Background: an optimization exercise with open tools, aiming at small area. Do not read the settings as production practice. Where RTL was checked, it was by simulation tests only, not by an equivalence proof against the original. The RTL of runs 1 to 3 was laid out without a check of its function. Power is estimated from default activity; no workload was simulated.

==> design/flow/run.sh <==
#!/bin/bash
# synth_recipe.tcl (not shown) runs the flow's synth.tcl, then flattens the netlist and writes it again
# the make line also repeats each setting of config.mk as NAME=value (left out here)
make -C /OpenROAD-flow-scripts/flow DESIGN_CONFIG=/design/flow/config.mk WORK_HOME=/design/flow/orfs CLKGATE_MAP_FILE= SYNTH_SCRIPT=/design/flow/synth_recipe.tcl finish
==> design/flow/config.mk <==
export PLATFORM = sky130hd
export DESIGN_NAME = img_controller
export DESIGN_NICKNAME = img_controller
export VERILOG_FILES = /design/flow/design.v
export SDC_FILE = /design/flow/constraint.sdc
export NUM_CORES = 4
export LEC_CHECK = 0
export CAP_MARGIN = 20
export CORE_MARGIN = 2
export CORE_UTILIZATION = 60
export CTS_BUF_LIST = sky130_fd_sc_hd__clkbuf_4
export SLEW_MARGIN = 20
==> design/flow/constraint.sdc <==
create_clock -name core_clock -period 10.0 [get_ports {clk}]
set_input_delay 2.0000 -clock core_clock [delete_from_list [all_inputs] [get_ports {clk}]]
set_output_delay 2.0000 -clock core_clock [all_outputs]
set_load 0.01 [all_outputs]
==> design/flow/design.v <==
package img_pkg;
    localparam int IMG_WIDTH  = 8;
    localparam int IMG_HEIGHT = 8;
    localparam int IMG_PIXELS = IMG_WIDTH * IMG_HEIGHT;
    localparam int PIXEL_BITS = 12;
    localparam int WORD_BITS  = 16;
    localparam int HEADER_WORDS   = 4;
    localparam int CHECKSUM_WORDS = 2;
    localparam int PADDING_WORDS  = 2;
    localparam int STAT_BITS  = 18;
    localparam int ADDR_BITS  = $clog2(IMG_PIXELS);
    localparam int COUNT_BITS = ADDR_BITS + 1;
    localparam int SKIP_BITS  = 2;
    typedef logic [WORD_BITS-1:0] pixel_word_t;
    typedef struct packed {
        logic                 en;
        logic [ADDR_BITS-1:0] addr;
        pixel_word_t          data;
    } pixel_wr_t;
    typedef struct packed {
        logic [COUNT_BITS-1:0] pixel_count;
        logic [STAT_BITS-1:0]  highlight_count;
        logic [STAT_BITS-1:0]  shadow_count;
    } capture_stats_t;
    typedef struct packed {
        pixel_word_t [HEADER_WORDS-1:0] words;
    } header_t;
endpackage
`timescale 1ns/1ns
module fletcher_checksum (
    input  logic                   clk,
    input  logic                   rst,
    input  logic                   clear,
    input  logic                   en,
    input  img_pkg::pixel_word_t            din,
    output logic [2*img_pkg::WORD_BITS-1:0] sum
);
    logic [img_pkg::WORD_BITS-1:0] a;
    logic [img_pkg::WORD_BITS-1:0] b;
    logic [img_pkg::WORD_BITS-1:0] a_next;
    function automatic logic [img_pkg::WORD_BITS-1:0] add_mod(
        input logic [img_pkg::WORD_BITS-1:0] lhs,
        input logic [img_pkg::WORD_BITS-1:0] rhs
    );
        logic [img_pkg::WORD_BITS:0] s;
        s = {1'b0, lhs} + {1'b0, rhs};
        if (s >= {1'b0, {img_pkg::WORD_BITS{1'b1}}}) begin
            s = s - {1'b0, {img_pkg::WORD_BITS{1'b1}}};
        end
        add_mod = s[img_pkg::WORD_BITS-1:0];
    endfunction
    assign a_next = add_mod(a, din);
    assign sum    = {b, a};
    always_ff @(posedge clk) begin
        if (rst || clear) begin
            a <= '0;
            b <= '0;
        end else if (en) begin
            a <= a_next;
            b <= add_mod(b, a_next);
        end
    end
endmodule
`timescale 1ns/1ns
module frame_decoder (
    input  logic                  clk,
    input  logic                  rst,
    input  logic                  cmd_capture,
    input  logic [img_pkg::SKIP_BITS-1:0]  cmd_skip_count,
    input  logic [img_pkg::PIXEL_BITS-1:0] img_pixel,
    input  logic                  img_fv,
    input  logic                  img_lv,
    output logic                  wr_en,
    output logic                  wr_first,
    output logic [2:0]            wr_y,
    output img_pkg::capture_stats_t        status_stats,
    output logic                  status_capture_done
);
    localparam logic [1:0] ST_IDLE = 2'd0;
    localparam logic [1:0] ST_ARM  = 2'd1;    
    localparam logic [1:0] ST_SKIP = 2'd2;    
    localparam logic [1:0] ST_CAPT = 2'd3;    
    logic [1:0] state;
    logic       capture_prev;
    logic       capture_cmd;
    logic [1:0] skipped;
    logic [2:0] x;
    logic [2:0] y;
    logic       valid;
    logic [2:0] hi;
    logic [2:0] lo;
    logic       stat_point;
    logic [6:0] px_top;
    assign capture_cmd = cmd_capture ^ capture_prev;
    assign wr_en       = (state == ST_CAPT) && img_lv;
    assign wr_first    = wr_en && (x == 3'd0);
    assign wr_y        = y;
    assign stat_point  = wr_en && (x[1:0] == 2'd0) && (y[1:0] == 2'd0);
    assign px_top      = img_pixel[img_pkg::PIXEL_BITS-1 -: 7];
    assign status_stats.pixel_count     = {valid, 6'd0};
    assign status_stats.highlight_count = {15'd0, hi};
    assign status_stats.shadow_count    = {15'd0, lo};
    always_ff @(posedge clk) begin
        if (rst) begin
            state               <= ST_IDLE;
            capture_prev        <= 1'b0;
            skipped             <= '0;
            x                   <= '0;
            y                   <= '0;
            valid               <= 1'b0;
            hi                  <= '0;
            lo                  <= '0;
            status_capture_done <= 1'b0;
        end else begin
            capture_prev <= cmd_capture;
            x <= img_lv ? x + 1'b1 : 3'd0;
            if (wr_en && x == 3'd7) begin
                y <= y + 1'b1;
            end
            if (stat_point && px_top == 7'h7f) hi <= hi + 1'b1;
            if (stat_point && px_top == 7'h00) lo <= lo + 1'b1;
            case (state)
                ST_ARM: begin
                    if (img_fv) begin
                        state <= (skipped == cmd_skip_count) ? ST_CAPT : ST_SKIP;
                    end
                end
                ST_SKIP: begin
                    if (!img_fv) begin
                        skipped <= skipped + 1'b1;
                        state   <= ST_ARM;
                    end
                end
                ST_CAPT: begin
                    if (!img_fv) begin
                        status_capture_done <= !status_capture_done;
                        state               <= ST_IDLE;
                    end
                end
                default: ;
            endcase
            if (capture_cmd) begin
                state   <= ST_ARM;
                skipped <= '0;
                y       <= '0;
                valid   <= 1'b1;
                hi      <= '0;
                lo      <= '0;
            end
        end
    end
endmodule
`timescale 1ns/1ns
module pixel_store (
    input  logic                                clk,
    input  logic                                wr_en,
    input  logic                                wr_first,
    input  logic [2:0]                          wr_y,
    input  logic [img_pkg::PIXEL_BITS-1:0]      wr_data,
    input  logic [2:0]                          rd_y,
    input  logic [2:0]                          rd_x,
    output logic                                rd_hit,
    output logic [img_pkg::PIXEL_BITS-1:0]      rd_data
);
    logic [8*img_pkg::PIXEL_BITS-1:0]         ring [8];
    logic [7:1][2:0]                          ph;
    logic [2:0]                               phase;
    logic [2:0]                               rd_ph;
    always_ff @(posedge clk) begin
        for (int y = 0; y < 8; y++) begin
            ring[y] <= {ring[y][7*img_pkg::PIXEL_BITS-1:0],
                        (wr_en && wr_y == 3'(y)) ? wr_data
                                                 : ring[y][8*img_pkg::PIXEL_BITS-1 -: img_pkg::PIXEL_BITS]};
        end
    end
    always_ff @(posedge clk) begin
        if (wr_first && wr_y == 3'd0) begin
            phase <= 3'd1;
        end else begin
            phase <= phase + 1'b1;
        end
        for (int y = 1; y < 8; y++) begin
            if (wr_first && wr_y == 3'(y)) begin
                ph[y] <= phase;
            end
        end
    end
    assign rd_ph   = (rd_y == 3'd0) ? 3'd0 : ph[rd_y];
    assign rd_hit  = (phase == 3'(rd_ph + rd_x));
    always_comb begin
        rd_data = '0;
        for (int y = 0; y < 8; y++) begin
            if (rd_y == 3'(y)) rd_data = ring[y][8*img_pkg::PIXEL_BITS-1 -: img_pkg::PIXEL_BITS];
        end
    end
endmodule
`timescale 1ns/1ns
module readout_sequencer (
    input  logic                 clk,
    input  logic                 rst,
    input  logic                 cmd_readout,
    input  img_pkg::header_t              cmd_header,
    output logic [2:0]           rd_y,
    output logic [2:0]           rd_x,
    input  logic                 rd_hit,
    input  logic [img_pkg::PIXEL_BITS-1:0] rd_data,
    output logic                 readout_start,
    output logic                 readout_ready,
    input  logic                 readout_trigger,
    output img_pkg::pixel_word_t          readout_data
);
    logic                   readout_prev;
    logic                   readout_cmd;
    logic [6:0]             q;
    logic [6:0]             f;
    logic                   avail;
    logic                   can_load;
    logic                   xfer;
    logic [img_pkg::PIXEL_BITS-1:0] hold;
    logic                   is_hdr;
    logic                   is_pix;
    img_pkg::pixel_word_t   hdr_word;
    logic [2*img_pkg::WORD_BITS-1:0] cks_sum;
    logic                   cks_en;
    assign readout_cmd = cmd_readout ^ readout_prev;
    assign can_load    = !readout_ready || readout_trigger;
    assign xfer        = readout_ready && readout_trigger;
    assign f     = q + 7'(readout_ready);
    assign rd_y  = f[5:3];
    assign rd_x  = f[2:0];
    assign avail = f[6] ? rd_hit : (f[5:2] == 4'b1111 || f[5:2] == 4'b0000);
    assign is_hdr   = !q[6] && (q[5:2] == 4'b1111);
    assign is_pix   = q[6];
    assign hdr_word = cmd_header.words[2'd3 - q[1:0]];
    always_comb begin
        readout_data = '0;
        if (is_pix) begin
            readout_data = {hold[7:0], 4'b0000, hold[11:8]};
        end else if (is_hdr) begin
            readout_data = hdr_word;
        end else if (q[6:1] == 6'd0) begin
            readout_data = q[0] ? {cks_sum[23:16], cks_sum[31:24]}
                                : {cks_sum[7:0], cks_sum[15:8]};
        end
    end
    assign cks_en = xfer && (is_hdr || is_pix);
    fletcher_checksum fletcher_i (
        .clk   (clk),
        .rst   (rst),
        .clear (readout_cmd),
        .en    (cks_en),
        .din   ({readout_data[7:0], readout_data[15:8]}),
        .sum   (cks_sum)
    );
    always_ff @(posedge clk) begin
        if (can_load && f[6] && rd_hit) begin
            hold <= rd_data;
        end
    end
    always_ff @(posedge clk) begin
        if (rst) begin
            readout_prev  <= 1'b0;
            readout_start <= 1'b0;
            readout_ready <= 1'b0;
            q             <= 7'd4;
        end else begin
            readout_prev <= cmd_readout;
            if (readout_cmd) begin
                readout_start <= !readout_start;
                readout_ready <= 1'b1;
                q             <= 7'd60;
            end else if (can_load) begin
                readout_ready <= avail;
                q             <= f;
            end
        end
    end
endmodule
`timescale 1ns/1ns
module img_controller (
    input  logic                  clk,
    input  logic                  rst,
    input  logic                  cmd_capture,
    input  logic                  cmd_readout,
    input  logic [img_pkg::SKIP_BITS-1:0]  cmd_skip_count,
    input  img_pkg::header_t               cmd_header,
    input  logic [img_pkg::PIXEL_BITS-1:0] img_pixel,
    input  logic                  img_fv,
    input  logic                  img_lv,
    output logic                  status_capture_done,
    output img_pkg::capture_stats_t        status_stats,
    output logic                  readout_start,
    output logic                  readout_ready,
    input  logic                  readout_trigger,
    output img_pkg::pixel_word_t           readout_data
);
    logic                            wr_en;
    logic                            wr_first;
    logic [2:0]                      wr_y;
    logic [2:0]                      rd_y;
    logic [2:0]                      rd_x;
    logic                            rd_hit;
    logic [img_pkg::PIXEL_BITS-1:0]  rd_data;
    frame_decoder frame_decoder_i (
        .clk                 (clk),
        .rst                 (rst),
        .cmd_capture         (cmd_capture),
        .cmd_skip_count      (cmd_skip_count),
        .img_pixel           (img_pixel),
        .img_fv              (img_fv),
        .img_lv              (img_lv),
        .wr_en               (wr_en),
        .wr_first            (wr_first),
        .wr_y                (wr_y),
        .status_stats        (status_stats),
        .status_capture_done (status_capture_done)
    );
    pixel_store pixel_store_i (
        .clk      (clk),
        .wr_en    (wr_en),
        .wr_first (wr_first),
        .wr_y     (wr_y),
        .wr_data  (img_pixel),
        .rd_y     (rd_y),
        .rd_x     (rd_x),
        .rd_hit   (rd_hit),
        .rd_data  (rd_data)
    );
    readout_sequencer readout_sequencer_i (
        .clk             (clk),
        .rst             (rst),
        .cmd_readout     (cmd_readout),
        .cmd_header      (cmd_header),
        .rd_y            (rd_y),
        .rd_x            (rd_x),
        .rd_hit          (rd_hit),
        .rd_data         (rd_data),
        .readout_start   (readout_start),
        .readout_ready   (readout_ready),
        .readout_trigger (readout_trigger),
        .readout_data    (readout_data)
    );
endmodule
==> flow_metrics.tcl, run 1 <==
set metrics [dict create \
    synthTopCellsByArea "dfxtp_1, mux2_2, edfxtp_1" \
    grt_pass1_wl_um 80600 \
    ios 147 \
    power.density_nw_per_um2 216 \
    clk_path_buf_depth 3 \
    synth_fa_ha_area_frac 0.0325 \
    synth-simple-area-share 0.0733 \
    io_buffers 110 \
    finalCritPeriodShare 0.906 \
    dieHeight_um 211 \
    ys_async_sr_fraction 0 \
    final_hold_viol_count 0 \
    grt_max_degree 35 \
    die_w_um 211 \
    cts_sinks 865 \
    arrival_ns 9.88 \
    post-route-cell-area_um2 29700 \
    wl_per_cell_um 17.4 \
    vias 15200 \
    dpl_cell_area_um2 27300 \
    crit_top_cell "a211oi_1" \
    leakage_nw 12.3 \
    via_per_inst 5.19 \
    synth_edf_count 33 \
    report.final.setup_viol 0 \
    h-tree-depth 4 \
    hold_buffers 0 \
    path_class "input pin to flop" \
    cts_setup_buffers 0 \
    numCtsBuffers 193 \
    nNetsFinal 2408 \
    endpoint_kind "flop" \
    rr_startpoint "readout_sequencer_i.q[0]$_SDFFE_PP0N_" \
    syn_to_final_growth_pct 15.2 \
    fmax_mhz 110 \
    dr.pass1.iters 5 \
    fin_hold_ws_ns 0.270 \
    path_clk_slew_ns 0.07 \
    crit_path_start "cmd_header[40]" \
    grt-ovfl-total 0 \
    antenna_found_initial 2 \
    reg2reg_depth 24 \
    rsz0062_at_grt "no" \
    cp-start-kind "input pin" \
    fill_cells 3013 \
    yosysTopAreaCell "dfxtp_1" \
    drive_above_1_share 0.199 \
    yosys_warnings 5 \
    syn_inst 2014 \
    setup_tns_ns 0 \
    ys_ff_latch 865 \
    ir_drop_mv 0.176 \
    grt_pass1_vias 15500 \
    core_area_um2 42200 \
    dieArea_um2 44700 \
    critPathMaxStageDelay_ns 0.62 \
    synth-main-ff-cell "dfxtp_1" \
    post-place-cells 2603 \
    reg2reg_slack_ns 1.46 \
    dp_hpwl_um 33400 \
    synth_compound_area_frac 0.0814 \
    tightest_slew_ns 1.12 \
    grt_use_total 0.235 \
    min_path_type "flop to flop" \
    cp-endpoint "readout_sequencer_i.fletcher_i.b[5]$_SDFFE_PP0P_" \
    netlist.area_leader.share 0.646 \
    relSlewSlack 0.253 \
    synth_top_family_by_area "compound AO/OA/AOI/OAI gates" \
    postLayoutCoreUtil 0.703 \
    drt_wl_total_um 51000 \
    status "timing/DRC/antenna clean" \
    period_minus_slack_ns 9.06 \
    row_count 75 \
    clk_latency_ns 0.93 \
    instances_no_fill 2937 \
    slew_viol_final 0 \
    root_buffer "clkbuf_4" \
    ys_types 84 \
    syn-cell-area_um2 25800 \
    slowest_stage "a31oi_1" \
    max_cap_viol_count 0 \
    synth_area_per_cell_um2 12.8 \
    start_util 0.611 \
    cts_tree "built" \
    required_ns 10.82 \
    yosysSeqAreaShare 0.684 \
    ctsResizeCount 0 \
    gp_congestion 0.907 \
    fin_skew_ns 0.0567 \
    ant_nets 0 \
    synth_top_cells_by_count "dfxtp_1, nand2_1, a21oi_1" \
    drt-initial-drc-count 834 \
    crit_path_max_fanout 9 \
    synth_most_common_cell "dfxtp_1" \
    worstHoldPathCells 0 \
    drc 0 \
    synth_mux_area_frac 0.0760 \
    regToRegEndpoint "readout_sequencer_i.fletcher_i.b[5]$_SDFFE_PP0P_" \
    synthXorXnorAreaFrac 0.0220 \
]
[how the worst min path moves through the flow]
| stage | end | startpoint | slack (ns) |
|---|---|---|---|
| global route | pixel_store_i.ring[6][49]$_DFF_P_ | pixel_store_i.ring[6][37]$_DFF_P_ | 0.28 |
| CTS | pixel_store_i.ring[6][48]$_DFF_P_ | pixel_store_i.ring[6][36]$_DFF_P_ | 0.27 |
| finish | pixel_store_i.ring[6][48]$_DFF_P_ | pixel_store_i.ring[6][36]$_DFF_P_ | 0.27 |
| global placement | pixel_store_i.ring[6][58]$_DFF_P_ | pixel_store_i.ring[6][46]$_DFF_P_ | 0.31 |
| detailed placement | pixel_store_i.ring[1][93]$_DFF_P_ | pixel_store_i.ring[1][81]$_DFF_P_ | 0.31 |
| floorplan | pixel_store_i.ring[0][12]$_DFF_P_ | pixel_store_i.ring[0][0]$_DFF_P_ | 0.31 |
[routing by layer]
metal | vias up | part of all wire | routed length (um) | global-route usage
li1 | 7485 | - | - | -
met1 | 7338 | 0.47 | 23800 | 0.309
met2 | 340 | 0.46 | 23500 | 0.364
met4 | 0 | 0.024 | 1210 | 0.102
met3 | 79 | 0.049 | 2530 | 0.0660
met5 | - | 0 | 0 | 0
[metrics by stage]
step	power [mW]	worst slack (ns)
after global placement	3.90	0.339
after global routing	6.71	0.562
after detailed placement	3.91	0.135
after floorplan	3.80	1.58
after CTS	6.50	1.16
final	6.41	0.945
[layout by cell type, fill, tap and decap left out, types with 13 or more instances in the layout]
cell               n
mux4_2            22
o21ai_0           45
nor3_1            16
mux2i_1           36
ha_1              59
a21oi_1          105
conb_1            36
a31oi_1           20
xnor2_1           35
xor2_1            24
nand2_1          128
a211oi_1          22
clkinv_1          33
edfxtp_1          33
nand2b_1          20
nor2_1            92
a22oi_1           13
a21o_1            16
mux2_2            98
inv_1             42
clkbuf_4         287
and3_1            16
dfxtp_1          831
clkdlybuf4s50_1  110
nand3_1           37
buf_4             24
[cell families after synthesis]
| group | after synthesis |
|---|---|
| muxes | 156 |
| buffers and inverters | 164 |
| xor gates and xnor gates | 63 |
| DFF | 865 |
| and+or+nand+nor | 387 |
| adders and majority gates | 64 |
| AOI/OAI and AO/OA | 314 |
| other | 1 |
[critical path, delay by kind of cell]
kind | cells | cell delay (ns)
xor+xnor | 2 | 0.57
fa+ha+maj | 3 | 1.09
compound gates | 14 | 4.51
simple gates | 3 | 0.50
buf+inv | 2 | 0.68
mux | 1 | 0.50
[flip-flops by register name (all words and copies together) (netlist names)]
register	cells
pixel_store_i.ring	768
pixel_store_i.ph	21
readout_sequencer_i.fletcher_i.a	16
readout_sequencer_i.fletcher_i.b	16
readout_sequencer_i.hold	12
readout_sequencer_i.q	7
frame_decoder_i.hi	3
frame_decoder_i.lo	3
frame_decoder_i.x	3
frame_decoder_i.y	3
pixel_store_i.phase	3
frame_decoder_i.skipped	2
frame_decoder_i.state	2
frame_decoder_i.capture_prev	1
frame_decoder_i.status_capture_done	1
frame_decoder_i.valid	1
readout_sequencer_i.readout_prev	1
readout_sequencer_i.readout_ready	1
readout_sequencer_i.readout_start	1
[report_power, final]
part	switching, mW	total [mW]	internal [mW]
logic	0.156	0.281	0.125
registers	0.0334	3.55	3.51
clock network	1.26	2.58	1.32
[layout make-up]
type / count / area [um2] / share of cell area
Sequential cell: 865 / 17600 / 0.594
Timing Repair Buffer: 134 / 1280 / 0.0431
Antenna cell: 2 / 5.00 / 0.000169
Inverter: 45 / 169 / 0.00569
Clock buffer: 287 / 2150 / 0.0726
Clock inverter: 45 / 226 / 0.00763
Tap cell: 539 / 674 / 0.0227
Multi-Input combinational cell: 1020 / 7540 / 0.254
==> run 2, diff against run 1 <==
--- a/design/flow/config.mk
+++ b/design/flow/config.mk
@@ -8,5 +8,7 @@
 export CAP_MARGIN = 20
 export CORE_MARGIN = 2
 export CORE_UTILIZATION = 60
-export CTS_BUF_LIST = sky130_fd_sc_hd__clkbuf_4
+export CTS_BUF_LIST = sky130_fd_sc_hd__clkbuf_16
+export CTS_CLUSTER_DIAMETER = 100
+export CTS_CLUSTER_SIZE = 30
 export SLEW_MARGIN = 20
==> run 2 against run 1 <==
Net effect: still clean on timing, DRC and antenna; fmax shrank 4.1%; largest cell class unchanged; design area down 4.7%; cell count is 9.7% lower; largest power group unchanged; critical endpoint unchanged.
==> flow_metrics.tcl, run 2 <==
set metrics [dict create \
    critPathMaxStageDelay_ns 0.60 \
    relSlewSlack 0.268 \
    yosys_warnings 5 \
    dieArea_um2 44700 \
    period_minus_slack_ns 9.44 \
    path_class "input pin to flop" \
    ys_async_sr_fraction 0 \
    io_buffers 110 \
    netlist.area_leader.share 0.646 \
    syn_inst 2014 \
    synth-main-ff-cell "dfxtp_1" \
    dr.pass1.iters 5 \
    antenna_found_initial 0 \
    holdPathEnd "pixel_store_i.ring[3][55]$_DFF_P_" \
    fmax_mhz 106 \
    ir_drop_mv 0.182 \
    numCtsBuffers 35 \
    ios 147 \
    clk_path_buf_depth 3 \
    setup_tns_ns 0 \
    worstHoldPathCells 0 \
    endpoint_kind "flop" \
    largest_register "pixel_store_i.ring" \
    regToRegEndpoint "readout_sequencer_i.fletcher_i.b[5]$_SDFFE_PP0P_" \
    synth_top_cells_by_count "dfxtp_1, nand2_1, a21oi_1" \
    cp-start-kind "input pin" \
    status "timing/DRC/antenna clean" \
    drc 0 \
    setup_ws_ns 0.558 \
    die_w_um 211 \
    max_cap_viol_count 0 \
    drt_wl_total_um 48700 \
    path_clk_slew_ns 0.10 \
    reg2reg_depth 24 \
    slowest_stage "a2111oi_4" \
    arrival_ns 9.93 \
    largest_register_ffs 768 \
    insertedDiodeCount 0 \
    place_ws_ns 0.135 \
    clk_latency_ns 0.58 \
    reg2reg_slack_ns 1.37 \
    cts_sinks 865 \
    grt_pass1_wl_um 76100 \
    min_path_type "flop to flop" \
    drive_above_1_share 0.102 \
    rr_startpoint "readout_sequencer_i.q[0]$_SDFFE_PP0N_" \
    grt_use_total 0.220 \
    start_util 0.611 \
    syn_to_final_growth_pct 9.78 \
    root_buffer "clkbuf_16" \
    tightest_slew_ns 1.09 \
    report.final.setup_viol 0 \
    instances_no_fill 2651 \
    gp_congestion 0.907 \
    synth_most_common_cell "dfxtp_1" \
    ant_nets 0 \
    leakage_nw 11.4 \
    grt-ovfl-total 0 \
    dp_hpwl_um 33400 \
    ctsResizeCount 0 \
    slew_viol_final 0 \
    crit_path_max_fanout 9 \
    cts_tree "built" \
    fin_skew_ns 0.0246 \
    grt_pass1_vias 13800 \
    ys_types 84 \
    core_area_um2 42200 \
    power.density_nw_per_um2 194 \
    vias 14300 \
    h-tree-depth 2 \
    via_per_inst 5.38 \
    cts_setup_buffers 0 \
    nNetsFinal 2250 \
    synthTopCellsByArea "dfxtp_1, mux2_2, edfxtp_1" \
    final_common_cell "dfxtp_1" \
    post-place-cells 2603 \
    required_ns 10.49 \
    yosysSeqAreaShare 0.684 \
    yosysTopAreaCell "dfxtp_1" \
    synth_area_per_cell_um2 12.8 \
    synth_edf_count 33 \
    fill_cells 3101 \
    min_from "pixel_store_i.ring[3][43]$_DFF_P_" \
    grt_max_degree 35 \
    hold_buffers 0 \
    row_count 75 \
    drt-initial-drc-count 839 \
    wl_per_cell_um 18.4 \
    finalCritPeriodShare 0.944 \
    postLayoutCoreUtil 0.670 \
    dieHeight_um 211 \
    ys_ff_latch 865 \
    final_hold_viol_count 0 \
    top_regs "pixel_store_i.ring: 768 flops, pixel_store_i.ph: 21 flops" \
    syn-cell-area_um2 25800 \
    final_cell_mix "dfxtp_1, nand2_1, clkdlybuf4s50_1, a21oi_1, mux2_2" \
    rsz0062_at_grt "no" \
]
[run 2: cell counts after synthesis]
No cell type changed its count.
[run 2: through the flow]
step	hold slack [ns]	cell area (um2)	total power [mW]
global route	0.327	28300	5.68
floorplan	0.310	25900	3.80
global placement	0.310	27300	3.90
CTS	0.311	28300	5.54
detailed placement	0.312	27300	3.91
finish	0.314	28300	5.49
[run 2: worst max-delay path by stage]
| stage | startpoint | endpoint | slack, ns | depth (start not counted) |
|---|---|---|---|---|
| finish | cmd_header[40] | readout_sequencer_i.fletcher_i.b[5]$_SDFFE_PP0P_ | 0.56 | 25 |
| global route | cmd_header[8] | readout_sequencer_i.fletcher_i.b[5]$_SDFFE_PP0P_ | 0.14 | 25 |
| CTS | cmd_header[40] | readout_sequencer_i.fletcher_i.b[5]$_SDFFE_PP0P_ | 0.74 | 25 |
| detailed placement | cmd_header[8] | readout_sequencer_i.fletcher_i.b[5]$_SDFFE_PP0P_ | 0.13 | 25 |
| global placement | cmd_header[8] | readout_sequencer_i.fletcher_i.b[5]$_SDFFE_PP0P_ | 0.34 | 24 |
| floorplan | cmd_header[8] | readout_sequencer_i.fletcher_i.b[5]$_SDFFE_PP0P_ | 1.58 | 25 |
[run 2: layout make-up]
type | instances | area [um2] | area share
clock buffer | 36 | 901 | 0.0318
clock inverter | 12 | 100 | 0.00354
inverter | 45 | 169 | 0.00597
multi-input combinational | 1020 | 7540 | 0.266
sequential | 865 | 17600 | 0.623
tap | 539 | 674 | 0.0238
timing repair buffer | 134 | 1280 | 0.0453
[run 2: logic make-up (layout without fill, tap and decap cells)]
kind of cell / Yosys count / in the layout / share of synthesized area
compound gates: 314 / 314 / 0.0814
xor+xnor: 63 / 63 / 0.0220
fa+ha+maj: 64 / 64 / 0.0325
buf+inv: 164 / 227 / 0.0304
flops: 865 / 865 / 0.684
mux: 156 / 156 / 0.0760
other cells: 1 / 36 / 0.000145
simple gates: 387 / 387 / 0.0733
[run 2: worst max-delay path: cells and delay by family]
kind | cells | cell delay, ns
buffers and inverters | 2 | 0.68
multiplexers | 1 | 0.50
adder cells (fa/ha/maj) | 3 | 1.20
XOR/XNOR | 3 | 0.75
AND/OR/NAND/NOR | 5 | 1.40
AO/OA/AOI/OAI | 11 | 3.38
[run 2: layer usage]
metal  track usage  part of all wire  vias to the layer above
met1         0.314              0.48                     6956
li1              -                 -                     7012
met2         0.353              0.46                      227
met5             0                 0                        -
met3        0.0294             0.038                       55
met4        0.0624             0.023                        0
[run 2: power breakdown]
| group | leakage, nW | total [mW] | switching, mW | internal [mW] |
|---|---|---|---|---|
| clock network | 0.513 | 1.66 | 0.990 | 0.670 |
| logic | 3.86 | 0.282 | 0.156 | 0.125 |
| registers | 7.01 | 3.55 | 0.0342 | 3.51 |
| total | 11.4 | 5.49 | 1.18 | 4.31 |
==> run 3, diff against run 2 <==
--- a/design/flow/config.mk
+++ b/design/flow/config.mk
@@ -8,7 +8,7 @@
 export CAP_MARGIN = 20
 export CORE_MARGIN = 2
 export CORE_UTILIZATION = 60
-export CTS_BUF_LIST = sky130_fd_sc_hd__clkbuf_16
-export CTS_CLUSTER_DIAMETER = 100
-export CTS_CLUSTER_SIZE = 30
+export CTS_BUF_LIST = sky130_fd_sc_hd__clkbuf_8
+export CTS_CLUSTER_DIAMETER = 60
+export CTS_CLUSTER_SIZE = 18
 export SLEW_MARGIN = 20
==> run 3 against run 2 <==
Net effect: non-clock buffer count did not move; wire length is 0.62% higher; clock skew down 0.00098 ns; worst hold slack better by 0.012 ns; critical path depth did not move; combinational power about the same; register-to-register slack gained 0.10 ns; die area did not move; synthesized area stayed put; setup slack gained 0.17 ns; critical endpoint unchanged.
==> flow_metrics.tcl, run 3 <==
set metrics [dict create \
    syn-cell-area_um2 25800 \
    min_path_type "flop to flop" \
    synth_top_family_by_area "compound AO/OA/AOI/OAI gates" \
    p_clk_frac 0.300 \
    syn_to_final_growth_pct 9.83 \
    final_cell_mix "dfxtp_1, nand2_1, clkdlybuf4s50_1, a21oi_1, mux2_2" \
    synth-main-ff-cell "dfxtp_1" \
    grt_max_degree 35 \
    arrival_ns 9.86 \
    ant_nets 0 \
    ir_drop_mv 0.203 \
    hold_buffers 0 \
    gp_congestion 0.907 \
    yosysTopAreaCell "dfxtp_1" \
    insertedDiodeCount 0 \
    final_common_cell "dfxtp_1" \
    vias 14300 \
    io_buffers 110 \
    ys_async_sr_fraction 0 \
    finalCritPeriodShare 0.927 \
    tightest_slew_ns 1.08 \
    grt_use_total 0.220 \
    p_int_mw 4.24 \
    netlist.area_leader.share 0.646 \
    relSlewSlack 0.279 \
    crit_path_max_fanout 9 \
    post-place-cells 2603 \
    period_minus_slack_ns 9.27 \
    cts_sinks 865 \
    synth-simple-area-share 0.0733 \
    dieArea_um2 44700 \
    cp-start-kind "input pin" \
    largest_register_ffs 768 \
    ys_ff_latch 865 \
    dr.pass1.iters 7 \
    p_seq_frac 0.648 \
    row_count 75 \
    die_w_um 211 \
    required_ns 10.59 \
    grt_pass1_vias 14000 \
    synth_mux_area_frac 0.0760 \
    synthTopCellsByArea "dfxtp_1, mux2_2, edfxtp_1" \
    instances_no_fill 2681 \
    dp_hpwl_um 33400 \
    syn_inst 2014 \
    report.final.setup_viol 0 \
    cts_setup_buffers 0 \
    fin_skew_ns 0.0237 \
    wl_per_cell_um 18.3 \
    largest_register "pixel_store_i.ring" \
    ys_types 84 \
    leakage_nw 11.4 \
    path_clk_slew_ns 0.10 \
    slew_viol_final 0 \
    path_class "input pin to flop" \
    final_hold_viol_count 0 \
    nNetsFinal 2273 \
    max_cap_viol_count 0 \
    ios 147 \
    power.density_nw_per_um2 193 \
    clk_latency_ns 0.68 \
    core_area_um2 42200 \
    yosysSeqAreaShare 0.684 \
    combPwrFrac 0.051 \
    ctsResizeCount 0 \
    synth_area_per_cell_um2 12.8 \
    grt_pass1_wl_um 76000 \
    synth_top_cells_by_count "dfxtp_1, nand2_1, a21oi_1" \
    setup_tns_ns 0 \
    synth_fa_ha_area_frac 0.0325 \
    drt-initial-drc-count 813 \
    clk_path_buf_depth 3 \
    start_util 0.611 \
    grt-ovfl-total 0 \
    drt_wl_total_um 49000 \
    endpoint_kind "flop" \
    yosys_warnings 5 \
    drc 0 \
    numCtsBuffers 58 \
    synth_most_common_cell "dfxtp_1" \
    cts_tree "built" \
    via_per_inst 5.33 \
    p_switching_mw 1.22 \
    h-tree-depth 2 \
    synthXorXnorAreaFrac 0.0220 \
    dieHeight_um 211 \
    root_buffer "clkbuf_8" \
    synth_compound_area_frac 0.0814 \
    antenna_found_initial 0 \
    swShare 0.224 \
    status "timing/DRC/antenna clean" \
    synth_edf_count 33 \
    top_regs "pixel_store_i.ring: 768 flops, pixel_store_i.ph: 21 flops" \
    drive_above_1_share 0.115 \
    rsz0062_at_grt "no" \
    fmax_mhz 108 \
]
==> run 3: cell counts after synthesis <==
No cell type changed its count.
==> run 3: final timing paths <==
check                                   startpoint                                          endpoint  slack [ns]  depth (start not counted)
max                                 cmd_header[40]  readout_sequencer_i.fletcher_i.b[5]$_SDFFE_PP0P_        0.73                         25
min              pixel_store_i.ring[4][43]$_DFF_P_                 pixel_store_i.ring[4][55]$_DFF_P_        0.33                          0
max reg2reg  readout_sequencer_i.q[0]$_SDFFE_PP0N_  readout_sequencer_i.fletcher_i.b[5]$_SDFFE_PP0P_        1.47                         24
min reg2reg      pixel_store_i.ring[4][43]$_DFF_P_                 pixel_store_i.ring[4][55]$_DFF_P_        0.33                          0
==> run 3: cells by family (layout without fill, tap and decap cells) <==
group           Yosys count  after routing
compound gates          314            314
xor+xnor                 63             63
fa+ha+maj                64             64
buf+inv                 164            257
flops                   865            865
mux                     156            156
other cells               1             36
simple gates            387            387
==> run 3: area by class of cell <==
| cell class | instances | area [um2] |
|---|---|---|
| fillers | 3136 | 13900 |
| inverters | 45 | 169 |
| multi-input cells | 1020 | 7540 |
| clock buffers | 58 | 798 |
| repair buffers | 134 | 1280 |
| clock inverters | 20 | 216 |
| flip-flops and latches | 865 | 17600 |
| well taps | 539 | 674 |
==> run 3: metrics by stage <==
stage	util	area, um2	hold slack, ns	setup slack (ns)	power (mW)
final	0.671	28300	0.326	0.732	5.47
after global routing	0.671	28300	0.326	0.274	5.67
after CTS	0.671	28300	0.325	0.860	5.53
after detailed placement	0.647	27300	0.312	0.135	3.91
after global placement	0.647	27300	0.310	0.339	3.90
after floorplan	-	25900	0.310	1.58	3.80
==> run 3: power groups by stage <==
stage,logic (mW),registers [mW],clock network (mW)
6_report,0.280,3.55,1.64
5_1_grt,0.309,3.55,1.81
4_1_cts,0.281,3.55,1.70
3_5_place_dp,0.279,3.63,0
3_3_place_gp,0.275,3.62,0
2_1_floorplan,0.192,3.61,0
==> run 3: per-layer routing <==
layer,share of wire,track usage,vias to the layer above,routed length [um]
li1,-,-,7049,-
met1,0.47,0.311,6854,23200
met2,0.45,0.345,302,22000
met3,0.048,0.0409,88,2370
met4,0.029,0.0702,0,1440
met5,0,0,-,0
==> run 3: worst max-delay path: stages <==
cell and delay (ns):
clkdlybuf4s50_1 0.41, mux4_2 0.50, a211oi_1 0.26, a21oi_1 0.10, ha_1 0.25, fa_1 0.45
a211oi_1 0.51, o21ai_0 0.22, xor2_1 0.34, nand3_1 0.22, a2111oi_0 0.38, a31oi_1 0.34
buf_4 0.27, or4_1 0.42, xor2_1 0.19, ha_1 0.49, nand4_1 0.13, nor4_1 0.26
a311oi_1 0.11, o21ai_0 0.36, xnor2_1 0.23, a2111oi_4 0.61, a21oi_2 0.21, or3_1 0.35
a311oi_1 0.25
==> run 4, diff against run 3 <==
--- a/design/flow/design.v
+++ b/design/flow/design.v
@@ -162,15 +162,16 @@
     output logic                                rd_hit,
     output logic [img_pkg::PIXEL_BITS-1:0]      rd_data
 );
-    logic [8*img_pkg::PIXEL_BITS-1:0]         ring [8];
+    logic [7:0][7:0][img_pkg::PIXEL_BITS-1:0] ring;
     logic [7:1][2:0]                          ph;
     logic [2:0]                               phase;
     logic [2:0]                               rd_ph;
     always_ff @(posedge clk) begin
         for (int y = 0; y < 8; y++) begin
-            ring[y] <= {ring[y][7*img_pkg::PIXEL_BITS-1:0],
-                        (wr_en && wr_y == 3'(y)) ? wr_data
-                                                 : ring[y][8*img_pkg::PIXEL_BITS-1 -: img_pkg::PIXEL_BITS]};
+            for (int s = 1; s < 8; s++) begin
+                ring[y][s] <= ring[y][s-1];
+            end
+            ring[y][0] <= (wr_en && wr_y == 3'(y)) ? wr_data : ring[y][7];
         end
     end
     always_ff @(posedge clk) begin
@@ -187,12 +188,7 @@
     end
     assign rd_ph   = (rd_y == 3'd0) ? 3'd0 : ph[rd_y];
     assign rd_hit  = (phase == 3'(rd_ph + rd_x));
-    always_comb begin
-        rd_data = '0;
-        for (int y = 0; y < 8; y++) begin
-            if (rd_y == 3'(y)) rd_data = ring[y][8*img_pkg::PIXEL_BITS-1 -: img_pkg::PIXEL_BITS];
-        end
-    end
+    assign rd_data = ring[rd_y][7];
 endmodule
 `timescale 1ns/1ns
 module readout_sequencer (
==> design/flow/config.mk (replaced) <==
export PLATFORM = sky130hd
export DESIGN_NAME = img_controller
export DESIGN_NICKNAME = img_controller
export VERILOG_FILES = /design/flow/design.v
export SDC_FILE = /design/flow/constraint.sdc
export NUM_CORES = 4
export LEC_CHECK = 0
export CAP_MARGIN = 20
export CORE_MARGIN = 2
export CORE_UTILIZATION = 40
export SLEW_MARGIN = 20
==> run 4 against run 3 <==
Net effect: global-route usage is 5.0 points lower; synthesized cell count is 3.7% higher; wire length is 24% higher; fmax is 3.5% higher.
==> flow_metrics.tcl, run 4 <==
set metrics [dict create \
    leakage_nw 12.7 \
    yosysSeqAreaShare 0.638 \
    start_util 0.404 \
    cts_sinks 865 \
    synthXorXnorAreaFrac 0.0204 \
    die_w_um 267 \
    cp_cell_sequence "clkdlybuf4s50_1 > mux4_2 > a211oi_1 > a21oi_1 > ha_1 > a2111oi_2 > o21ai_1 > a311oi_1 > o21bai_1 > xor2_1 > nand3_1 > o41a_1 > mux2i_1 > inv_1 > ha_1 > a211oi_1 > o21ai_2 > xor2_1 > nand4b_1 > nor4b_4 > nand4b_2 > o21ai_2 > nor3_1 > or3_1" \
    regToRegEndpoint "readout_sequencer_i.fletcher_i.b[11]$_SDFFE_PP0P_" \
    power.density_nw_per_um2 218 \
    period_minus_slack_ns 8.96 \
    relSlewSlack 0.263 \
    synth_fa_ha_area_frac 0.0324 \
    drive_above_1_share 0.166 \
    path_class "input pin to flop" \
    ys_types 83 \
    fill_cells 6037 \
    cp-start-kind "input pin" \
    reg2reg_depth 27 \
    setup_ws_ns 1.04 \
    ctsResizeCount 0 \
    final_cell_mix "dfxtp_1, nor2_1, clkdlybuf4s50_1, mux4_2, mux2_2" \
    final_common_cell "dfxtp_1" \
    critPathBufInv 2 \
    min_from "pixel_store_i.ring[326]$_DFF_P_" \
    drt-initial-drc-count 808 \
    io_buffers 110 \
    synth_mux_area_frac 0.140 \
    ios 147 \
    slowest_stage "o41a_1" \
    synth_top_cells_by_count "dfxtp_1, nor2_1, mux4_2" \
    synthTopCellsByArea "dfxtp_1, mux4_2, mux2_2" \
    core_area_um2 68600 \
    status "timing/DRC/antenna clean" \
    root_buffer "clkbuf_16" \
    synth-simple-area-share 0.0740 \
    numCtsBuffers 82 \
    tightest_slew_ns 1.10 \
    arrival_ns 9.44 \
    syn_inst 2088 \
    endpoint_kind "flop" \
    fmax_mhz 112 \
    slew_viol_final 0 \
    grt_use_total 0.170 \
    cts_tree "built" \
    dieArea_um2 71300 \
    ir_drop_mv 0.141 \
    synth_area_per_cell_um2 13.3 \
    report.final.setup_viol 0 \
    wl_per_cell_um 18.9 \
    grt_pass1_vias 16500 \
    nNetsFinal 2369 \
    synth_edf_count 33 \
    dp_hpwl_um 41300 \
    max_cap_viol_count 0 \
    antenna_found_initial 1 \
    drt_wl_total_um 60600 \
    ant_nets 0 \
    dieHeight_um 267 \
    place_ws_ns 0.556 \
    insertedDiodeCount 0 \
    critPathMaxStageDelay_ns 0.61 \
    grt_max_degree 62 \
    ys_async_sr_fraction 0 \
    worstHoldPathCells 0 \
    cts_setup_buffers 0 \
    clk_latency_ns 0.62 \
    finalCritPeriodShare 0.896 \
    synth-main-ff-cell "dfxtp_1" \
    clk_path_buf_depth 3 \
    reg2reg_slack_ns 1.76 \
    crit_family "compound AO/OA/AOI/OAI gates" \
    vias 16000 \
    netlist.area_leader.share 0.602 \
    fin_skew_ns 0.0258 \
    ys_ff_latch 865 \
    top_regs "pixel_store_i.ring: 768 flops, pixel_store_i.ph: 21 flops" \
    yosysTopAreaCell "dfxtp_1" \
    grt-ovfl-total 0 \
    min_path_type "flop to flop" \
    seqCellArea_um2 17600 \
    h-tree-depth 3 \
    dr.pass1.iters 6 \
    holdPathEnd "pixel_store_i.ring[338]$_DFF_P_" \
    row_count 96 \
    gp_congestion 0.881 \
    via_per_inst 4.97 \
    setup_tns_ns 0 \
    syn_to_final_growth_pct 17.0 \
    final_hold_viol_count 0 \
    syn-cell-area_um2 27700 \
    grt_pass1_wl_um 94200 \
    path_clk_slew_ns 0.06 \
    largest_register_ffs 768 \
    synth_most_common_cell "dfxtp_1" \
    multi_input_area_um2 9390 \
    synth_compound_area_frac 0.0658 \
    drc 0 \
    rsz0062_at_grt "no" \
    synth_top_family_by_area "multiplexers" \
    crit_path_max_fanout 7 \
    hold_buffers 0 \
    yosys_warnings 4 \
    required_ns 10.49 \
    rr_startpoint "readout_sequencer_i.q[3]$_SDFFE_PP0P_" \
    largest_register "pixel_store_i.ring" \
]
run 4: changes by cell type in the layout (fill, tap and decap cells not counted), moves of 15 or more:
cell       previous run  this run
a21oi_1             105        74
clkbuf_8             58        14
clkbuf_1              0        23
clkinv_2              0        15
mux4_2               22       102
nand2_1             128        79
nor3_1               16        33
clkbuf_16             0        83
nor2_1               92       111
run 4: cells by family (layout without fill, tap and decap cells):
family | Yosys count | count (layout)
flops | 865 | 865
simple gates | 404 | 404
compound gates | 265 | 265
mux | 248 | 248
buf+inv | 175 | 333
fa+ha+maj | 68 | 68
xor+xnor | 62 | 62
other cells | 1 | 36
run 4: per-layer routing:
layer  GRT usage  wire length, um
met4      0.0586             1410
met5           0                0
met1       0.228            28100
met3      0.0260             2540
met2       0.282            28500
run 4: final cells by class:
type | instances | share of cell area
flip-flops and latches | 865 | 0.545
inverters | 53 | 0.00614
multi-input cells | 1083 | 0.290
well taps | 931 | 0.0360
clock buffers | 120 | 0.0728
clock inverters | 29 | 0.0110
repair buffers | 131 | 0.0391
run 4: worst max path at each step:
stage / start / to / slack, ns / depth (start not counted)
3_3_place_gp: cmd_header[9] / readout_sequencer_i.fletcher_i.b[11]$_SDFFE_PP0P_ / 0.68 / 26
6_report: cmd_header[30] / readout_sequencer_i.fletcher_i.b[11]$_SDFFE_PP0P_ / 1.04 / 24
3_5_place_dp: cmd_header[8] / readout_sequencer_i.fletcher_i.b[11]$_SDFFE_PP0P_ / 0.56 / 26
5_1_grt: cmd_header[13] / readout_sequencer_i.fletcher_i.b[11]$_SDFFE_PP0P_ / 0.41 / 23
4_1_cts: cmd_header[8] / readout_sequencer_i.fletcher_i.b[11]$_SDFFE_PP0P_ / 1.18 / 26
2_1_floorplan: cmd_header[8] / readout_sequencer_i.fletcher_i.b[11]$_SDFFE_PP0P_ / 1.77 / 28
run 4: power breakdown:
| group | switching [mW] | internal, mW |
|---|---|---|
| Combinational | 0.255 | 0.193 |
| Clock | 1.28 | 1.78 |
| Sequential | 0.0349 | 3.52 |
| Total | 1.57 | 5.49 |
run 4: worst reg2reg max path, delay by kind of cell, from the launching register on:
family	cells	cell delay, ns
simple gates	12	3.34
compound gates	8	2.52
fa+ha+maj	3	0.93
flops	1	0.43
xor+xnor	1	0.38
mux	1	0.37
buf+inv	2	0.15
run 4: metrics by stage:
step           power [mW]  instance area, um2   util  hold slack (ns)  std cells
6_report             7.06               32400  0.472            0.310       3212
5_1_grt              7.32               32400  0.472            0.320       3212
4_1_cts              7.14               32400  0.472            0.314       3212
3_5_place_dp         4.08               29700  0.433            0.312       3063
3_3_place_gp         4.07               29700  0.432            0.310       3062
2_1_floorplan        3.93               27800      -            0.310       2123
==> run 5, diff against run 4 <==
--- a/design/flow/design.v
+++ b/design/flow/design.v
@@ -29,37 +29,41 @@
 `timescale 1ns/1ns
 module fletcher_checksum (
     input  logic                   clk,
-    input  logic                   rst,
-    input  logic                   clear,
-    input  logic                   en,
-    input  img_pkg::pixel_word_t            din,
+    input  logic                   clear,    
+    input  logic                   first,    
+    input  logic                   act,      
+    input  logic                   add,      
+    input  logic                   digit0,
+    input  logic [3:0]             din,      
     output logic [2*img_pkg::WORD_BITS-1:0] sum
 );
     logic [img_pkg::WORD_BITS-1:0] a;
     logic [img_pkg::WORD_BITS-1:0] b;
-    logic [img_pkg::WORD_BITS-1:0] a_next;
-    function automatic logic [img_pkg::WORD_BITS-1:0] add_mod(
-        input logic [img_pkg::WORD_BITS-1:0] lhs,
-        input logic [img_pkg::WORD_BITS-1:0] rhs
-    );
-        logic [img_pkg::WORD_BITS:0] s;
-        s = {1'b0, lhs} + {1'b0, rhs};
-        if (s >= {1'b0, {img_pkg::WORD_BITS{1'b1}}}) begin
-            s = s - {1'b0, {img_pkg::WORD_BITS{1'b1}}};
-        end
-        add_mod = s[img_pkg::WORD_BITS-1:0];
-    endfunction
-    assign a_next = add_mod(a, din);
-    assign sum    = {b, a};
-    always_ff @(posedge clk) begin
-        if (rst || clear) begin
-            a <= '0;
-            b <= '0;
-        end else if (en) begin
-            a <= a_next;
-            b <= add_mod(b, a_next);
+    logic                          ca;
+    logic [1:0]                    cb;
+    logic [3:0]                    a_d;
+    logic [3:0]                    b_d;
+    logic [4:0]                    a_s;
+    logic [5:0]                    b_s;
+    assign a_d = first ? 4'd0 : a[3:0];
+    assign b_d = first ? 4'd0 : b[3:0];
+    assign a_s = {1'b0, a_d} + {1'b0, (add ? din : 4'd0)} + 5'(ca);
+    assign b_s = {2'b0, b_d} + {2'b0, (add ? a_s[3:0] : 4'd0)} + 6'(cb)
+               + 6'(digit0 & ca);
+    always_ff @(posedge clk) begin
+        if (clear) begin
+            ca <= 1'b0;
+            cb <= 2'd0;
+        end else if (act) begin
+            ca <= a_s[4];
+            cb <= b_s[5:4];
+        end
+        if (act) begin
+            a <= {a_s[3:0], a[img_pkg::WORD_BITS-1:4]};
+            b <= {b_s[3:0], b[img_pkg::WORD_BITS-1:4]};
         end
     end
+    assign sum = {(&b) ? 16'd0 : b, (&a) ? 16'd0 : a};
 endmodule
 `timescale 1ns/1ns
 module frame_decoder (
@@ -162,16 +166,15 @@
     output logic                                rd_hit,
     output logic [img_pkg::PIXEL_BITS-1:0]      rd_data
 );
-    logic [7:0][7:0][img_pkg::PIXEL_BITS-1:0] ring;
+    logic [8*img_pkg::PIXEL_BITS-1:0]         ring [8];
     logic [7:1][2:0]                          ph;
     logic [2:0]                               phase;
     logic [2:0]                               rd_ph;
     always_ff @(posedge clk) begin
         for (int y = 0; y < 8; y++) begin
-            for (int s = 1; s < 8; s++) begin
-                ring[y][s] <= ring[y][s-1];
-            end
-            ring[y][0] <= (wr_en && wr_y == 3'(y)) ? wr_data : ring[y][7];
+            ring[y] <= {ring[y][7*img_pkg::PIXEL_BITS-1:0],
+                        (wr_en && wr_y == 3'(y)) ? wr_data
+                                                 : ring[y][8*img_pkg::PIXEL_BITS-1 -: img_pkg::PIXEL_BITS]};
         end
     end
     always_ff @(posedge clk) begin
@@ -188,7 +191,12 @@
     end
     assign rd_ph   = (rd_y == 3'd0) ? 3'd0 : ph[rd_y];
     assign rd_hit  = (phase == 3'(rd_ph + rd_x));
-    assign rd_data = ring[rd_y][7];
+    always_comb begin
+        rd_data = '0;
+        for (int y = 0; y < 8; y++) begin
+            if (rd_y == 3'(y)) rd_data = ring[y][8*img_pkg::PIXEL_BITS-1 -: img_pkg::PIXEL_BITS];
+        end
+    end
 endmodule
 `timescale 1ns/1ns
 module readout_sequencer (
@@ -208,48 +216,58 @@
     logic                   readout_prev;
     logic                   readout_cmd;
     logic [6:0]             q;
-    logic [6:0]             f;
-    logic                   avail;
-    logic                   can_load;
-    logic                   xfer;
-    logic [img_pkg::PIXEL_BITS-1:0] hold;
+    logic                   taken;
+    logic                   pass;
+    logic [1:0]             dg;
+    logic                   last_dg;
     logic                   is_hdr;
     logic                   is_pix;
+    logic                   is_cks;
+    logic                   is_pad;
+    logic                   waiting;
+    logic                   load;
+    logic [img_pkg::PIXEL_BITS-1:0] hold;
     img_pkg::pixel_word_t   hdr_word;
+    img_pkg::pixel_word_t   cks_word;
+    logic [15:0]            host;
+    logic [3:0]             din;
     logic [2*img_pkg::WORD_BITS-1:0] cks_sum;
-    logic                   cks_en;
     assign readout_cmd = cmd_readout ^ readout_prev;
-    assign can_load    = !readout_ready || readout_trigger;
-    assign xfer        = readout_ready && readout_trigger;
-    assign f     = q + 7'(readout_ready);
-    assign rd_y  = f[5:3];
-    assign rd_x  = f[2:0];
-    assign avail = f[6] ? rd_hit : (f[5:2] == 4'b1111 || f[5:2] == 4'b0000);
-    assign is_hdr   = !q[6] && (q[5:2] == 4'b1111);
-    assign is_pix   = q[6];
+    assign is_hdr  = !q[6] && (q[5:2] == 4'b1111);
+    assign is_pix  = q[6];
+    assign is_cks  = (q[6:1] == 6'd0);
+    assign is_pad  = (q[6:1] == 6'd1);
+    assign last_dg = (dg == 2'd3);
+    assign rd_y = q[5:3];
+    assign rd_x = q[2:0];
+    assign waiting = !readout_ready && !taken;
+    assign load    = waiting && (is_hdr || is_pad || (is_pix && rd_hit));
     assign hdr_word = cmd_header.words[2'd3 - q[1:0]];
+    assign cks_word = q[0] ? cks_sum[31:16] : cks_sum[15:0];
     always_comb begin
         readout_data = '0;
         if (is_pix) begin
             readout_data = {hold[7:0], 4'b0000, hold[11:8]};
         end else if (is_hdr) begin
             readout_data = hdr_word;
-        end else if (q[6:1] == 6'd0) begin
-            readout_data = q[0] ? {cks_sum[23:16], cks_sum[31:24]}
-                                : {cks_sum[7:0], cks_sum[15:8]};
+        end else if (is_cks) begin
+            readout_data = {cks_word[7:0], cks_word[15:8]};
         end
     end
-    assign cks_en = xfer && (is_hdr || is_pix);
+    assign host = {readout_data[7:0], readout_data[15:8]};
+    assign din  = host[4*dg +: 4];
     fletcher_checksum fletcher_i (
-        .clk   (clk),
-        .rst   (rst),
-        .clear (readout_cmd),
-        .en    (cks_en),
-        .din   ({readout_data[7:0], readout_data[15:8]}),
-        .sum   (cks_sum)
+        .clk    (clk),
+        .clear  (readout_cmd),
+        .first  (q == 7'd60),
+        .act    (pass),
+        .add    (!is_cks),
+        .digit0 (dg == 2'd0),
+        .din    (din),
+        .sum    (cks_sum)
     );
     always_ff @(posedge clk) begin
-        if (can_load && f[6] && rd_hit) begin
+        if (waiting && is_pix && rd_hit) begin
             hold <= rd_data;
         end
     end
@@ -258,16 +276,44 @@
             readout_prev  <= 1'b0;
             readout_start <= 1'b0;
             readout_ready <= 1'b0;
+            taken         <= 1'b0;
+            pass          <= 1'b0;
+            dg            <= 2'd0;
             q             <= 7'd4;
         end else begin
             readout_prev <= cmd_readout;
+            if (pass) begin
+                dg <= dg + 1'b1;
+                if (last_dg) begin
+                    pass <= 1'b0;
+                end
+            end
             if (readout_cmd) begin
                 readout_start <= !readout_start;
-                readout_ready <= 1'b1;
+                readout_ready <= 1'b0;
+                taken         <= 1'b0;
+                pass          <= 1'b0;
+                dg            <= 2'd0;
                 q             <= 7'd60;
-            end else if (can_load) begin
-                readout_ready <= avail;
-                q             <= f;
+            end else if (readout_ready) begin
+                if (readout_trigger) begin
+                    readout_ready <= 1'b0;
+                    taken         <= 1'b1;
+                end
+            end else if (taken) begin
+                if (!pass) begin
+                    taken <= 1'b0;
+                    q     <= q + 1'b1;
+                end
+            end else if (is_cks) begin
+                if (!pass) begin
+                    pass <= 1'b1;
+                end else if (last_dg) begin
+                    readout_ready <= 1'b1;
+                end
+            end else if (load) begin
+                readout_ready <= 1'b1;
+                pass          <= !is_pad;
             end
         end
     end
==> design/flow/flow/run.sh (new file) <==
#!/bin/bash
# Standard layout, unchanged; full log kept beside the run.
bash standard.sh > standard.log 2>&1
==> design/flow/standard.sh (new file) <==
#!/bin/bash
# synth_recipe.tcl (not shown) runs the flow's synth.tcl, then flattens the netlist and writes it again
# the make line also repeats each setting of config.mk as NAME=value (left out here)
make -C /OpenROAD-flow-scripts/flow DESIGN_CONFIG=/design/flow/config.mk WORK_HOME=/design/flow/orfs CLKGATE_MAP_FILE= SYNTH_SCRIPT=/design/flow/synth_recipe.tcl "${@:-finish}"
--- a/design/flow/config.mk
+++ b/design/flow/config.mk
@@ -7,5 +7,8 @@
 export LEC_CHECK = 0
 export CAP_MARGIN = 20
 export CORE_MARGIN = 2
-export CORE_UTILIZATION = 40
+export CORE_UTILIZATION = 60
+export CTS_BUF_LIST = sky130_fd_sc_hd__clkbuf_8
+export CTS_CLUSTER_DIAMETER = 60
+export CTS_CLUSTER_SIZE = 18
 export SLEW_MARGIN = 20
removed: design/flow/run.sh
==> run 5 against run 4 <==
Net effect: critical endpoint is now readout_sequencer_i.hold[6]$_DFFE_PP_; via count fell by 27%; die area shrank 42%; largest cell class unchanged; wire length shrank 30%; critical path type is now flop to flop; still clean on timing, DRC and antenna.
==> flow_metrics.tcl, run 5 <==
set metrics [dict create \
    status "timing/DRC/antenna clean" \
    slew_viol_final 0 \
    synth_top_family_by_area "multiplexers" \
    synthXorXnorAreaFrac 0.0113 \
    yosysTopAreaCell "dfxtp_1" \
    ys_ff_latch 872 \
    largest_register "pixel_store_i.ring" \
    synth_most_common_cell "dfxtp_1" \
    min_path_type "flop to flop" \
    yosysSeqAreaShare 0.754 \
    final_common_cell "dfxtp_1" \
    cts_tree "built" \
    postLayoutCoreUtil 0.663 \
    fill_cells 2921 \
    die_w_um 204 \
    insertedDiodeCount 0 \
    syn-cell-area_um2 24000 \
    h-tree-depth 2 \
    grt-ovfl-total 0 \
    ys_types 64 \
    via_per_inst 5.10 \
    yosys_warnings 5 \
    netlist.area_leader.share 0.673 \
    synth_fa_ha_area_frac 0.0254 \
    max_cap_viol_count 0 \
    drt-initial-drc-count 489 \
    top_regs "pixel_store_i.ring: 768 flops, pixel_store_i.ph: 21 flops" \
    relSlewSlack 0.301 \
    final_hold_viol_count 0 \
    rr_startpoint "readout_sequencer_i.q[3]$_SDFFE_PP0P_" \
    crit_path_max_fanout 28 \
    synth_top_cells_by_count "dfxtp_1, mux2_2, nor2_1" \
    report.final.setup_viol 0 \
    tightest_slew_ns 1.05 \
    clk_latency_ns 0.67 \
    finalCritPeriodShare 0.662 \
    slowest_stage "fa_1" \
    crit_top_cell "fa_1" \
    drc 0 \
    io_buffers 110 \
    dieHeight_um 204 \
    dr.pass1.iters 5 \
    grt_use_total 0.208 \
    antenna_found_initial 0 \
    final_cell_mix "dfxtp_1, clkdlybuf4s50_1, mux2_2, nor2_1, edfxtp_1" \
    hold_buffers 0 \
    wl_per_cell_um 18.5 \
    nNetsFinal 1881 \
    cp_cell_sequence "inv_2 > ha_1 > buf_4 > inv_1 > fa_1 > mux4_2 > a221oi_1 > or3_2 > a21oi_1 > nor2_1 > fa_1 > xor2_1 > and3_1 > or2b_1 > mux2_4 > nor3_2" \
    row_count 73 \
    cp-start-kind "flop" \
    ctsResizeCount 0 \
    dp_hpwl_um 28500 \
    ir_drop_mv 0.194 \
    ys_async_sr_fraction 0 \
    period_minus_slack_ns 6.62 \
    synth_mux_area_frac 0.0798 \
    fin_skew_ns 0.0219 \
    place_ws_ns 3.41 \
    path_clk_slew_ns 0.11 \
    arrival_ns 6.92 \
    syn_inst 1634 \
    setup_ws_ns 3.38 \
    grt_pass1_vias 11800 \
    grt_pass1_wl_um 66400 \
    synthTopCellsByArea "dfxtp_1, edfxtp_1, mux2_2" \
    synth_edf_count 65 \
    rsz0062_at_grt "no" \
    crit_path_start "readout_sequencer_i.q[3]$_SDFFE_PP0P_" \
    core_area_um2 39600 \
    start_util 0.605 \
    synth_compound_area_frac 0.0542 \
    required_ns 10.30 \
    vias 11700 \
    critPathMaxStageDelay_ns 0.92 \
    power.density_nw_per_um2 206 \
    endpoint_kind "flop" \
    root_buffer "clkbuf_8" \
    setup_tns_ns 0 \
    grt_max_degree 45 \
    fmax_mhz 151 \
    drt_wl_total_um 42300 \
    dieArea_um2 41600 \
    ios 147 \
    synth-main-ff-cell "dfxtp_1" \
    syn_to_final_growth_pct 9.46 \
    cts_sinks 872 \
    synth_area_per_cell_um2 14.7 \
    crit_family "adder cells" \
    ant_nets 0 \
    synth-simple-area-share 0.0424 \
    gp_congestion 0.847 \
    drive_above_1_share 0.121 \
    min_from "pixel_store_i.ring[6][21]$_DFF_P_" \
    leakage_nw 10.4 \
    numCtsBuffers 55 \
    largest_register_ffs 768 \
    path_class "flop to flop" \
    cts_setup_buffers 0 \
    clk_path_buf_depth 3 \
    critPathBufInv 3 \
]
-- run 5: routing by layer --
layer | up-vias | share of wire | track usage
met3 | 73 | 0.051 | 0.0400
met5 | - | 0 | 0
li1 | 5705 | - | -
met4 | 0 | 0.027 | 0.0681
met2 | 268 | 0.43 | 0.321
met1 | 5631 | 0.49 | 0.298
-- run 5: power by group --
group          total [mW]  internal (mW)  switching (mW)
Combinational       0.288          0.130           0.157
Clock                1.53          0.551           0.980
Sequential           3.59           3.56          0.0339
Total                5.41           4.24            1.17
-- run 5: worst paths after layout --
kind                                                              end  slack, ns  depth (start not counted)
worst max-delay path            readout_sequencer_i.hold[6]$_DFFE_PP_       3.38                         16
worst min register to register      pixel_store_i.ring[6][33]$_DFF_P_       0.32                          0
worst min-delay path                pixel_store_i.ring[6][33]$_DFF_P_       0.32                          0
worst max register to register  readout_sequencer_i.hold[6]$_DFFE_PP_       3.38                         16
-- run 5: per-stage QoR --
step | hold WS [ns] | total power, mW | area (um2) | std cells
4_1_cts | 0.324 | 5.47 | 26300 | 2290
3_3_place_gp | 0.310 | 3.96 | 25400 | 2220
2_1_floorplan | 0.310 | 3.87 | 24100 | 1669
5_1_grt | 0.330 | 5.62 | 26300 | 2290
3_5_place_dp | 0.312 | 3.96 | 25400 | 2220
6_report | 0.323 | 5.41 | 26300 | 2290
-- run 5: kinds of logic (layout without fill, tap and decap cells) --
kind of cell	Yosys count	count (layout)
AOI/OAI and AO/OA	184	184
xor gates and xnor gates	31	31
adders and majority gates	44	44
buffers and inverters	141	237
DFF	872	872
muxes	152	152
other	1	36
and+or+nand+nor	209	209
-- run 5: area by class of cell --
cell class,instances,area (um2),area share
clock buffers,57,785,0.0299
clock inverters,13,100,0.00381
inverters,45,169,0.00643
multi-input cells,656,5260,0.200
flip-flops and latches,872,18100,0.689
well taps,525,657,0.0250
repair buffers,122,1190,0.0453
==> run 6, diff against run 5 <==
==> design/flow/run.sh (new file) <==
#!/bin/bash
# synth_recipe.tcl (not shown) runs the flow's synth.tcl, then flattens the netlist and writes it again
# the make line also repeats each setting of config.mk as NAME=value (left out here)
make -C /OpenROAD-flow-scripts/flow DESIGN_CONFIG=/design/flow/config.mk WORK_HOME=/design/flow/orfs CLKGATE_MAP_FILE= SYNTH_SCRIPT=/design/flow/synth_recipe.tcl finish
removed: design/flow/flow/run.sh
removed: design/flow/standard.sh
==> run 6 against run 5 <==
Net effect: still clean on timing, DRC and antenna; non-clock buffer count unchanged; sequential share of layout area is the same; die area unchanged; global-route usage unchanged; flip-flop and latch count did not move; clock power hardly changed; combinational power barely moved; wire length unchanged; first-iteration DRC count is the same; sequential power about the same; clock skew stayed put; largest cell class unchanged; largest power group unchanged.
==> flow_metrics.tcl, run 6 <==
set metrics [dict create \
    status "timing/DRC/antenna clean" \
    crit_path_start "readout_sequencer_i.q[3]$_SDFFE_PP0P_" \
    netlist.area_leader.share 0.673 \
    cts_sinks 872 \
    power.density_nw_per_um2 206 \
    endpoint_kind "flop" \
    min_path_type "flop to flop" \
    numCtsBuffers 55 \
    setup_tns_ns 0 \
    synth_fa_ha_area_frac 0.0254 \
    fmax_mhz 151 \
    path_class "flop to flop" \
    top_regs "pixel_store_i.ring: 768 flops, pixel_store_i.ph: 21 flops" \
    yosysSeqAreaShare 0.754 \
    row_count 73 \
    cp-start-kind "flop" \
    ant_nets 0 \
    cts_tree "built" \
    ys_ff_latch 872 \
    nNetsFinal 1881 \
    drc 0 \
    grt_pass1_wl_um 66400 \
    drive_above_1_share 0.121 \
    yosysTopAreaCell "dfxtp_1" \
    core_area_um2 39600 \
    root_buffer "clkbuf_8" \
    largest_register "pixel_store_i.ring" \
    grt_max_degree 45 \
    p_int_mw 4.24 \
    report.final.setup_viol 0 \
    synth_most_common_cell "dfxtp_1" \
    hold_buffers 0 \
    grt_use_total 0.208 \
    grt-ovfl-total 0 \
    final_common_cell "dfxtp_1" \
    crit_path_max_fanout 28 \
    antenna_found_initial 0 \
    ctsResizeCount 0 \
    required_ns 10.30 \
    drt_wl_total_um 42300 \
    gp_congestion 0.847 \
    combPwrFrac 0.053 \
    ios 147 \
    reg2reg_depth 16 \
    insertedDiodeCount 0 \
    postLayoutCoreUtil 0.663 \
    io_buffers 110 \
    syn-cell-area_um2 24000 \
    p_switching_mw 1.17 \
    final_hold_viol_count 0 \
    setup_ws_ns 3.38 \
    fin_skew_ns 0.0219 \
    synth_area_per_cell_um2 14.7 \
    fill_cells 2921 \
    leakage_nw 10.4 \
    dp_hpwl_um 28500 \
    rsz0062_at_grt "no" \
    finalCritPeriodShare 0.662 \
    syn_inst 1634 \
    synth-simple-area-share 0.0424 \
    rr_startpoint "readout_sequencer_i.q[3]$_SDFFE_PP0P_" \
    worstHoldPathCells 0 \
    ys_types 64 \
    clk_path_buf_depth 3 \
    total_power_mw 5.41 \
    min_from "pixel_store_i.ring[6][21]$_DFF_P_" \
    reg2reg_slack_ns 3.38 \
    p_clk_frac 0.283 \
    place_ws_ns 3.41 \
    dr.pass1.iters 5 \
    synth_top_cells_by_count "dfxtp_1, mux2_2, nor2_1" \
    syn_to_final_growth_pct 9.46 \
    largest_register_ffs 768 \
    synth_top_family_by_area "multiplexers" \
    ir_drop_mv 0.194 \
    ys_async_sr_fraction 0 \
    synth_mux_area_frac 0.0798 \
    drt-initial-drc-count 489 \
    path_clk_slew_ns 0.11 \
    fin_hold_ws_ns 0.323 \
    max_cap_viol_count 0 \
    clk_latency_ns 0.67 \
    slew_viol_final 0 \
    synthXorXnorAreaFrac 0.0113 \
    wl_per_cell_um 18.5 \
    cts_setup_buffers 0 \
    start_util 0.605 \
    arrival_ns 6.92 \
    dieHeight_um 204 \
    period_minus_slack_ns 6.62 \
    synth_edf_count 65 \
    die_w_um 204 \
    vias 11700 \
    relSlewSlack 0.301 \
    grt_pass1_vias 11800 \
    p_seq_frac 0.664 \
    synthTopCellsByArea "dfxtp_1, edfxtp_1, mux2_2" \
    yosys_warnings 5 \
    swShare 0.216 \
    dieArea_um2 41600 \
    final_cell_mix "dfxtp_1, clkdlybuf4s50_1, mux2_2, nor2_1, edfxtp_1" \
    h-tree-depth 2 \
    via_per_inst 5.10 \
    tightest_slew_ns 1.05 \
    synth_compound_area_frac 0.0542 \
    synth-main-ff-cell "dfxtp_1" \
]
==> run 6: cell counts after synthesis <==
Identical to the previous run, type by type.
==> run 6: final cells by class <==
type	count	area, um2	area share
timing repair buffer	122	1190	0.0453
multi-input combinational	656	5260	0.200
inverter	45	169	0.00643
clock inverter	13	100	0.00381
clock buffer	57	785	0.0299
tap	525	657	0.0250
sequential	872	18100	0.689
==> run 6: worst paths after layout <==
path	end
hold / removal	pixel_store_i.ring[6][33]$_DFF_P_
setup reg to reg	readout_sequencer_i.hold[6]$_DFFE_PP_
setup / recovery	readout_sequencer_i.hold[6]$_DFFE_PP_
hold reg to reg	pixel_store_i.ring[6][33]$_DFF_P_
==> run 6: logic make-up after synthesis <==
logic type	count (synthesis)
other	1
and+or+nand+nor	209
adders and majority gates	44
xor gates and xnor gates	31
buffers and inverters	141
AOI/OAI and AO/OA	184
DFF	872
muxes	152
==> run 6: worst max-delay path, stage by stage (launching register included) <==
cell,delay (ns)
dfxtp_1,0.88
inv_2,0.28
ha_1,0.36
buf_4,0.36
inv_1,0.18
fa_1,0.92
mux4_2,0.57
a221oi_1,0.30
or3_2,0.17
a21oi_1,0.06
nor2_1,0.16
fa_1,0.44
xor2_1,0.16
and3_1,0.18
or2b_1,0.23
mux2_4,0.29
nor3_2,0.68
==> run 6: per-stage QoR <==
step	cells	cell area [um2]
6_report	2290	26300
3_5_place_dp	2220	25400
2_1_floorplan	1669	24100
5_1_grt	2290	26300
4_1_cts	2290	26300
3_3_place_gp	2220	25400
==> run 6: layer usage <==
| layer | part of all wire | wire (um) | global-route usage |
|---|---|---|---|
| met1 | 0.49 | 20600 | 0.298 |
| met5 | 0 | 0 | 0 |
| met4 | 0.027 | 1150 | 0.0681 |
| met2 | 0.43 | 18300 | 0.321 |
| met3 | 0.051 | 2160 | 0.0400 |
==> run 6: power by group through the flow <==
stage          registers, mW  clock network, mW  logic, mW
6_report                3.59               1.53      0.288
5_1_grt                 3.60               1.70      0.319
4_1_cts                 3.60               1.58      0.290
3_5_place_dp            3.68                  0      0.288
3_3_place_gp            3.68                  0      0.289
2_1_floorplan           3.66                  0      0.211

[afterwards: timing with drivers on the ports]
No port has a modelled driver above. Below, the same layouts with a new extraction and two added sets of constraints. Step 1, drivers: a clkbuf_16 drives clk and a buf_2 each remaining input, both assumed. Step 2 times the ports against the registers' clock, not the clock port: input delays grow and output delays shrink by t, the midpoint of the rising clock arrivals with the driver on. Three values: ideal ports, drivers, drivers and shift; two values: the first two.
run | t, ns | setup slack, ns | clock arrival spread, ns | worst register clock-pin slew, ns
run 1 | 0.953 | 0.945 / 0.971 / 0.018 | 0.065 / 0.064 | 0.08 / 0.08
run 2 | 0.631 | 0.558 / 0.589 / -0.043 | 0.038 / 0.039 | 0.13 / 0.13
run 3 | 0.726 | 0.732 / 0.759 / 0.034 | 0.025 / 0.025 | 0.11 / 0.11
run 4 | 0.667 | 1.044 / 1.064 / 0.397 | 0.028 / 0.027 | 0.07 / 0.07
run 5 | 0.706 | 3.379 / 3.369 / 3.379 | 0.023 / 0.023 | 0.11 / 0.11
run 6 | 0.706 | 3.379 / 3.369 / 3.379 | 0.023 / 0.023 | 0.11 / 0.11
Met with ideal ports but missed after step 2: setup timing in run 2. The setup slack of run 1, which loses most, moves by +0.026 ns with the drivers and by -0.927 ns with both steps.
